What follows belongs to an exercise in optimizing a design on an open flow for small area and a short achievable clock period; a production flow would make more cautious choices.
In this exercise RTL edits were held to simulation tests only and were not proved equivalent to the original.
Power figures rest on the tool's default switching activity, not on a simulated workload.

Setup of build 77:
==> flow/design.v (excerpt) <==
module mem_instr_cargable #(
    parameter int               NBITS     = 32,
    parameter int               CELDAS    = 64,
    parameter int               BYTE_BITS = 8,
    parameter logic [NBITS-1:0] HALT_WORD = NBITS'(HALT_WORD_DEF),
    localparam int              LCW       = $clog2(CELDAS + 1)
) (
    input  logic                 i_clk,
    input  logic                 i_reset_n,
    input  logic [NBITS-1:0]     i_PC,
    input  logic                 i_fetch_en,
    output logic [NBITS-1:0]     o_Instruction,
    output logic                 o_pc_err,
    input  logic                 i_load_start,
    input  logic                 i_load_valid,
    input  logic [BYTE_BITS-1:0] i_load_byte,
    output logic                 o_load_ready,
    output logic                 o_load_done,
    output logic [LCW-1:0]       o_load_count
);
    localparam int CW = $clog2(CELDAS + 1);
    localparam int AW = (CELDAS > 1) ? $clog2(CELDAS) : 1;
    localparam int IW = NBITS - 2;
    logic [NBITS-1:0] mem [CELDAS];
    logic [1:0]       state_q;
    logic [CW-1:0]    count_q;
    logic [NBITS-1:0] instr_q;
    logic             err_q;
    logic             byte_en, pk_clr, word_valid;
    logic [NBITS-1:0] word;
    logic [IW-1:0]    idx;
    logic             unused_pc;
    assign idx       = i_PC[NBITS-1:2];
    assign unused_pc = ^i_PC[1:0];
    assign byte_en   = i_load_valid && (state_q == S_LOAD);
    assign pk_clr    = (state_q == S_IDLE) && i_load_start;
    mem_instr_byte_packer #(
        .NBITS     (NBITS),
        .BYTE_BITS (BYTE_BITS)
    ) u_packer (
        .i_clk        (i_clk),
        .i_reset_n    (i_reset_n),
        .i_clr        (pk_clr),
        .i_byte_en    (byte_en),
        .i_byte       (i_load_byte),
        .o_word       (word),
        .o_word_valid (word_valid)
    );
    always_ff @(posedge i_clk or negedge i_reset_n) begin
        if (!i_reset_n) begin
            state_q <= S_IDLE;
            count_q <= '0;
  ...
Size in the first run: about 2100 flip-flops, about 87 I/O pins.
Settings: LEC_CHECK=0, CAP_MARGIN=20, CORE_MARGIN=2, CORE_UTILIZATION=65, CTS_CLUSTER_DIAMETER=80, CTS_CLUSTER_SIZE=25, PLACE_DENSITY=0.72, SETUP_SLACK_MARGIN=2.45, SLEW_MARGIN=20, SYNTH_HIERARCHICAL=1; clock period 5.0 ns.
run.sh (not shown) runs the stock make flow with config.mk's settings and CLKGATE_MAP_FILE= SYNTH_SCRIPT=/design/flow/synth_recipe.tcl, a recipe that flattens the netlist after the stock synthesis.
#### Input delta (build 27 over build 77)
- clearing PLACE_DENSITY, which used to be 0.72
- swapping 65 for 55 in CORE_UTILIZATION
- swapping 80 for 60 in CTS_CLUSTER_DIAMETER
- swapping 25 for 16 in CTS_CLUSTER_SIZE
- swapping 2.45 for 2.55 in SETUP_SLACK_MARGIN
==> results.txt <==
- Compared build 27 vs build 77, and per-cell via count in the routed design is down in build 27.
- Max-capacitance violation count: build 27 vs build 77 identical
- Relative to build 77, the total power of build 27 is higher by about 10%.
What build 61 does differently from build 27 at the input level:
- swapping 16 for 25 in CTS_CLUSTER_SIZE
- swapping 55 for 65 in CORE_UTILIZATION
- swapping 2.55 for 2.3 in SETUP_SLACK_MARGIN
- swapping 60 for 80 in CTS_CLUSTER_DIAMETER
- putting PLACE_DENSITY at 0.72 where nothing was set
Findings:
Build 61 ended with less maximum frequency than build 27.
Build 61: count of cells along the worst register-to-register path 1 below build 27
Compared with build 27, cell area reported after detailed placement in build 61 decreased slightly.
Compared with build 27, build 61 shows a higher data arrival time of the critical path.
Between build 61 and build 27, it is build 61 whose routability congestion estimate is higher, by about 10%.
In build 61 relative to build 27, final cell count without fillers had gone down by a little under 10%.
Between build 61 and build 27, largest vdd supply drop is higher for build 61, build 27 comes in under that.
Build 27 has a lower core utilization than build 61.
For build 72, these inputs were changed with respect to build 61:
- SETUP_SLACK_MARGIN now 2.7, was 2.3
Notes after the runs:
- Build 72 finished every stage and its layout cleared the timing, design-rule and antenna checks.
- Fraction of the cycle the final worst path needs for build 72: 2.4 points down relative to build 61
- Build 61 -> build 72: post-route total power increased by a few percent
- From build 72 to build 61, clock sink count did not move at all.
- Compared with build 61, build 72 ends up with a larger final cell area.
- Looking only at number of global-route vias before repair, and setting everything else aside, the higher value of build 61 and build 72 goes to build 72.
- Compared to build 61, the routing of build 72 uses more wire.
- In build 72, the final cell utilization of the core came out 6.3 points above the value in build 61.
- NOTE: portion of the layout cell area used by clock cells in build 72 falls short of that of build 61
- Going from build 61 to build 72, clock transition at the register clock pins on the worst setup and hold paths after CTS has remained practically unchanged; clock group share of total power has decreased; non-clock buffer count has increased.


The RTL this note starts from:
==> flow/design.v <==
package mem_instr_cargable_pkg;
    localparam logic [1:0] S_IDLE = 2'd0;
    localparam logic [1:0] S_LOAD = 2'd1;
    localparam logic [1:0] S_DONE = 2'd2;
    localparam logic [31:0] NOP_WORD      = 32'h0000_0000;
    localparam logic [31:0] HALT_WORD_DEF = 32'hFFFF_FFFF;
endpackage
module mem_instr_byte_packer #(
    parameter int NBITS     = 32,
    parameter int BYTE_BITS = 8
) (
    input  logic                 i_clk,
    input  logic                 i_reset_n,
    input  logic                 i_clr,
    input  logic                 i_byte_en,
    input  logic [BYTE_BITS-1:0] i_byte,
    output logic [NBITS-1:0]     o_word,
    output logic                 o_word_valid
);
    localparam int NB = NBITS / BYTE_BITS;
    localparam int CW = (NB > 1) ? $clog2(NB) : 1;
    localparam int SW = NBITS - BYTE_BITS;
    logic [SW-1:0]    shift_q;
    logic [CW-1:0]    cnt_q;
    assign o_word       = {shift_q, i_byte};
    assign o_word_valid = i_byte_en && (cnt_q == CW'(NB - 1));
    always_ff @(posedge i_clk or negedge i_reset_n) begin
        if (!i_reset_n)
            cnt_q <= '0;
        else if (i_clr)
            cnt_q <= '0;
        else if (i_byte_en)
            cnt_q <= cnt_q + CW'(1);
    end
    always_ff @(posedge i_clk) begin
        if (i_byte_en)
            shift_q <= o_word[SW-1:0];
    end
endmodule
module mem_instr_rd_mux #(
    parameter int NBITS  = 32,
    parameter int CELDAS = 64,
    localparam int AW    = (CELDAS > 1) ? $clog2(CELDAS) : 1
) (
    input  logic [CELDAS*NBITS-1:0] i_words,
    input  logic [AW-1:0]           i_idx,
    input  logic                    i_take,
    input  logic                    i_hold,
    input  logic [NBITS-1:0]        i_q,
    output logic [NBITS-1:0]        o_word
);
    localparam int G = CELDAS / 8;
    logic [7:0]       s_lo, s_hi;
    logic [NBITS-1:0] grp [G];
    always_comb begin
        for (int k = 0; k < 8; k++) begin
            s_lo[k] = (i_idx[2:0] == 3'(k));
            s_hi[k] = (i_idx[AW-1:3] == 3'(k));
        end
    end
    for (genvar g = 0; g < G; g++) begin : g_grp
        for (genvar b = 0; b < NBITS; b++) begin : g_bit
            logic [7:0] d;
            for (genvar k = 0; k < 8; k++) begin : g_k
                assign d[k] = i_words[(g*8+k)*NBITS + b];
            end
            mem_instr_sel8 u_sel (
                .i_sel (s_lo),
                .i_d   (d),
                .o_q   (grp[g][b])
            );
        end
    end
    for (genvar b = 0; b < NBITS; b++) begin : g_hi
        logic [7:0] d;
        logic       rd;
        for (genvar g = 0; g < G; g++) begin : g_g
            assign d[g] = grp[g][b];
        end
        mem_instr_sel8 u_sel (
            .i_sel (s_hi),
            .i_d   (d),
            .o_q   (rd)
        );
        mem_instr_ao22 u_out (
            .i_a0 (i_take),
            .i_a1 (rd),
            .i_b0 (i_hold),
            .i_b1 (i_q[b]),
            .o_q  (o_word[b])
        );
    end
endmodule
module mem_instr_sel8 (
    input  logic [7:0] i_sel,
    input  logic [7:0] i_d,
    output logic       o_q
);
    assign o_q = |(i_sel & i_d);
endmodule
module mem_instr_ao22 (
    input  logic i_a0,
    input  logic i_a1,
    input  logic i_b0,
    input  logic i_b1,
    output logic o_q
);
    assign o_q = (i_a0 & i_a1) | (i_b0 & i_b1);
endmodule
import mem_instr_cargable_pkg::*;
module mem_instr_cargable #(
    parameter int               NBITS     = 32,
    parameter int               CELDAS    = 64,
    parameter int               BYTE_BITS = 8,
    parameter logic [NBITS-1:0] HALT_WORD = NBITS'(HALT_WORD_DEF),
    localparam int              LCW       = $clog2(CELDAS + 1)
) (
    input  logic                 i_clk,
    input  logic                 i_reset_n,
    input  logic [NBITS-1:0]     i_PC,
    input  logic                 i_fetch_en,
    output logic [NBITS-1:0]     o_Instruction,
    output logic                 o_pc_err,
    input  logic                 i_load_start,
    input  logic                 i_load_valid,
    input  logic [BYTE_BITS-1:0] i_load_byte,
    output logic                 o_load_ready,
    output logic                 o_load_done,
    output logic [LCW-1:0]       o_load_count
);
    localparam int CW = $clog2(CELDAS + 1);
    localparam int AW = (CELDAS > 1) ? $clog2(CELDAS) : 1;
    localparam int IW = NBITS - 2;
    logic [NBITS-1:0] mem [CELDAS];
    logic [1:0]       state_q;
    logic [CW-1:0]    count_q;
    logic [NBITS-1:0] instr_q;
    logic             err_q;
    logic             byte_en, pk_clr, word_valid;
    logic [NBITS-1:0] word;
    logic [IW-1:0]    idx;
    logic             unused_pc;
    assign idx       = i_PC[NBITS-1:2];
    assign unused_pc = ^i_PC[1:0];
    assign byte_en   = i_load_valid && (state_q == S_LOAD);
    assign pk_clr    = (state_q == S_IDLE) && i_load_start;
    mem_instr_byte_packer #(
        .NBITS     (NBITS),
        .BYTE_BITS (BYTE_BITS)
    ) u_packer (
        .i_clk        (i_clk),
        .i_reset_n    (i_reset_n),
        .i_clr        (pk_clr),
        .i_byte_en    (byte_en),
        .i_byte       (i_load_byte),
        .o_word       (word),
        .o_word_valid (word_valid)
    );
    always_ff @(posedge i_clk or negedge i_reset_n) begin
        if (!i_reset_n) begin
            state_q <= S_IDLE;
            count_q <= '0;
        end else begin
            unique case (state_q)
                S_LOAD: begin
                    if (word_valid) begin
                        count_q <= count_q + CW'(1);
                        if (count_q == CW'(CELDAS - 1))
                            state_q <= S_DONE;
                    end
                end
                S_DONE: state_q <= S_IDLE;
                default: begin
                    if (i_load_start) begin
                        state_q <= S_LOAD;
                        count_q <= '0;
                    end
                end
            endcase
        end
    end
    logic fetch_hold, fetch_take;
    assign fetch_hold = !i_fetch_en || ((state_q == S_IDLE) && i_load_start);
    assign fetch_take = i_fetch_en && (state_q == S_IDLE) && !i_load_start &&
                        (idx < IW'(CELDAS));
    always_ff @(posedge i_clk or negedge i_reset_n) begin
        if (!i_reset_n)
            instr_q <= '0;
        else
            instr_q <= instr_d;
    end
    always_ff @(posedge i_clk or negedge i_reset_n) begin
        if (!i_reset_n) begin
            err_q <= 1'b0;
        end else if (i_fetch_en) begin
            if (state_q != S_IDLE)
                err_q <= 1'b0;
            else if (!i_load_start)
                err_q <= (idx >= IW'(CELDAS));
        end
    end
    logic [7:0] wr_hi, wr_lo;
    always_comb begin
        for (int j = 0; j < 8; j++) begin
            wr_hi[j] = word_valid && (count_q[AW-1:3] == 3'(j));
            wr_lo[j] = (count_q[2:0] == 3'(j));
        end
    end
    for (genvar w = 0; w < CELDAS; w++) begin : g_word
        always_ff @(posedge i_clk) begin
            if (wr_hi[w / 8] && wr_lo[w % 8])
                mem[w] <= word;
        end
    end
    logic [CELDAS*NBITS-1:0] mem_flat;
    logic [NBITS-1:0]        instr_d;
    for (genvar w = 0; w < CELDAS; w++) begin : g_flat
        assign mem_flat[w*NBITS +: NBITS] = mem[w];
    end
    mem_instr_rd_mux #(
        .NBITS  (NBITS),
        .CELDAS (CELDAS)
    ) u_rd_mux (
        .i_words (mem_flat),
        .i_idx   (idx[AW-1:0]),
        .i_take  (fetch_take),
        .i_hold  (fetch_hold),
        .i_q     (instr_q),
        .o_word  (instr_d)
    );
    assign o_Instruction = instr_q;
    assign o_pc_err      = err_q;
    assign o_load_ready  = state_q[0];
    assign o_load_done   = state_q[1];
    assign o_load_count  = count_q;
endmodule
Settings: LEC_CHECK=0, CAP_MARGIN=20, CORE_MARGIN=2, CORE_UTILIZATION=55, CTS_CLUSTER_DIAMETER=80, CTS_CLUSTER_SIZE=25, SETUP_SLACK_MARGIN=2.55, SLEW_MARGIN=20, SYNTH_HIERARCHICAL=1; clock period 5.0 ns.
The starting point went through all stages and came out clean.
==> next run, changes <==
Settings changed: CTS_CLUSTER_DIAMETER 80 to unset, CTS_CLUSTER_SIZE 25 to unset.
The new run ran to the end with no violations. Clock-buffer cell count went up by 123. Global-route usage went down by 0.59 points. Sequential power stays flat. Register-to-register slack stays flat. Setup slack improves by 0.082 ns. Core utilization went up by 1.5 points. Design area went up by 2.3%. First-iteration DRC count went down by about 1.2%. Die area is unchanged. Routed wire length went down by about 1.7%. Sequential cell count is unchanged.
==> next run, changes <==
Settings changed: CORE_UTILIZATION 55 to 65, CTS_CLUSTER_DIAMETER set to 70, CTS_CLUSTER_SIZE set to 20, PLACE_DENSITY set to 0.72.
What happened:
- The changed run completed without violations
- cell area went down by 2.3%
- clock power went down by 34%
- utilization went up by 10 points
- setup slack loses 0.12 ns
- combinational power went up by 8.0%
- clock skew went down by 0.0051 ns
- power went down by 13%
- global-route usage went up by 4.7 points
==> next run, changes <==
Settings changed: CTS_CLUSTER_DIAMETER 70 to 80, CTS_CLUSTER_SIZE 20 to 25.
Result:
- count of clock-buffer cells in the layout fell by 34
- utilization fell by 0.34 points
- critical path depth does not change
- total power fell by about 3.5%
- routed wire length fell by about 0.7%

## static timing again, ports no longer ideal
Ports are ideal in the flow. The routed layouts listed here were re-timed in OpenROAD. Step 1 assumes that a clkbuf_16 drives the clock port and a buf_2 every other input. Step 2, shift: input delay + t, output delay - t, t = (earliest + latest rising clock arrival at the registers) / 2. This alone moves slack from input paths to output paths. a / b / c = no drivers / after step 1 / after step 2; a / b = the first two.
run	t, ns	slack for setup (ns)	slew at the worst register clock pin (ns)	worst data-port slew with drivers (ns)
build 77	0.792	2.328 / 2.363 / 1.571	0.10 / 0.10	0.20
build 27	0.873	2.404 / 2.276 / 1.403	0.07 / 0.07	0.23
build 61	0.792	2.118 / 2.174 / 1.383	0.10 / 0.10	0.20
build 72	0.818	2.237 / 2.251 / 1.433	0.12 / 0.12	0.20
the first run of note 2	0.843	2.374 / 2.249 / 1.406	0.10 / 0.10	0.23
the second run of note 2	0.902	2.456 / 2.353 / 1.451	0.06 / 0.06	0.23
the third run of note 2	0.800	2.340 / 2.356 / 1.556	0.09 / 0.09	0.20
the fourth run of note 2	0.792	2.384 / 2.383 / 1.590	0.11 / 0.11	0.18
After both steps every run listed still meets setup and hold. For the second run of note 2, which loses most, drivers alone change the setup slack by -0.103 ns; drivers and shift together by -1.005 ns.
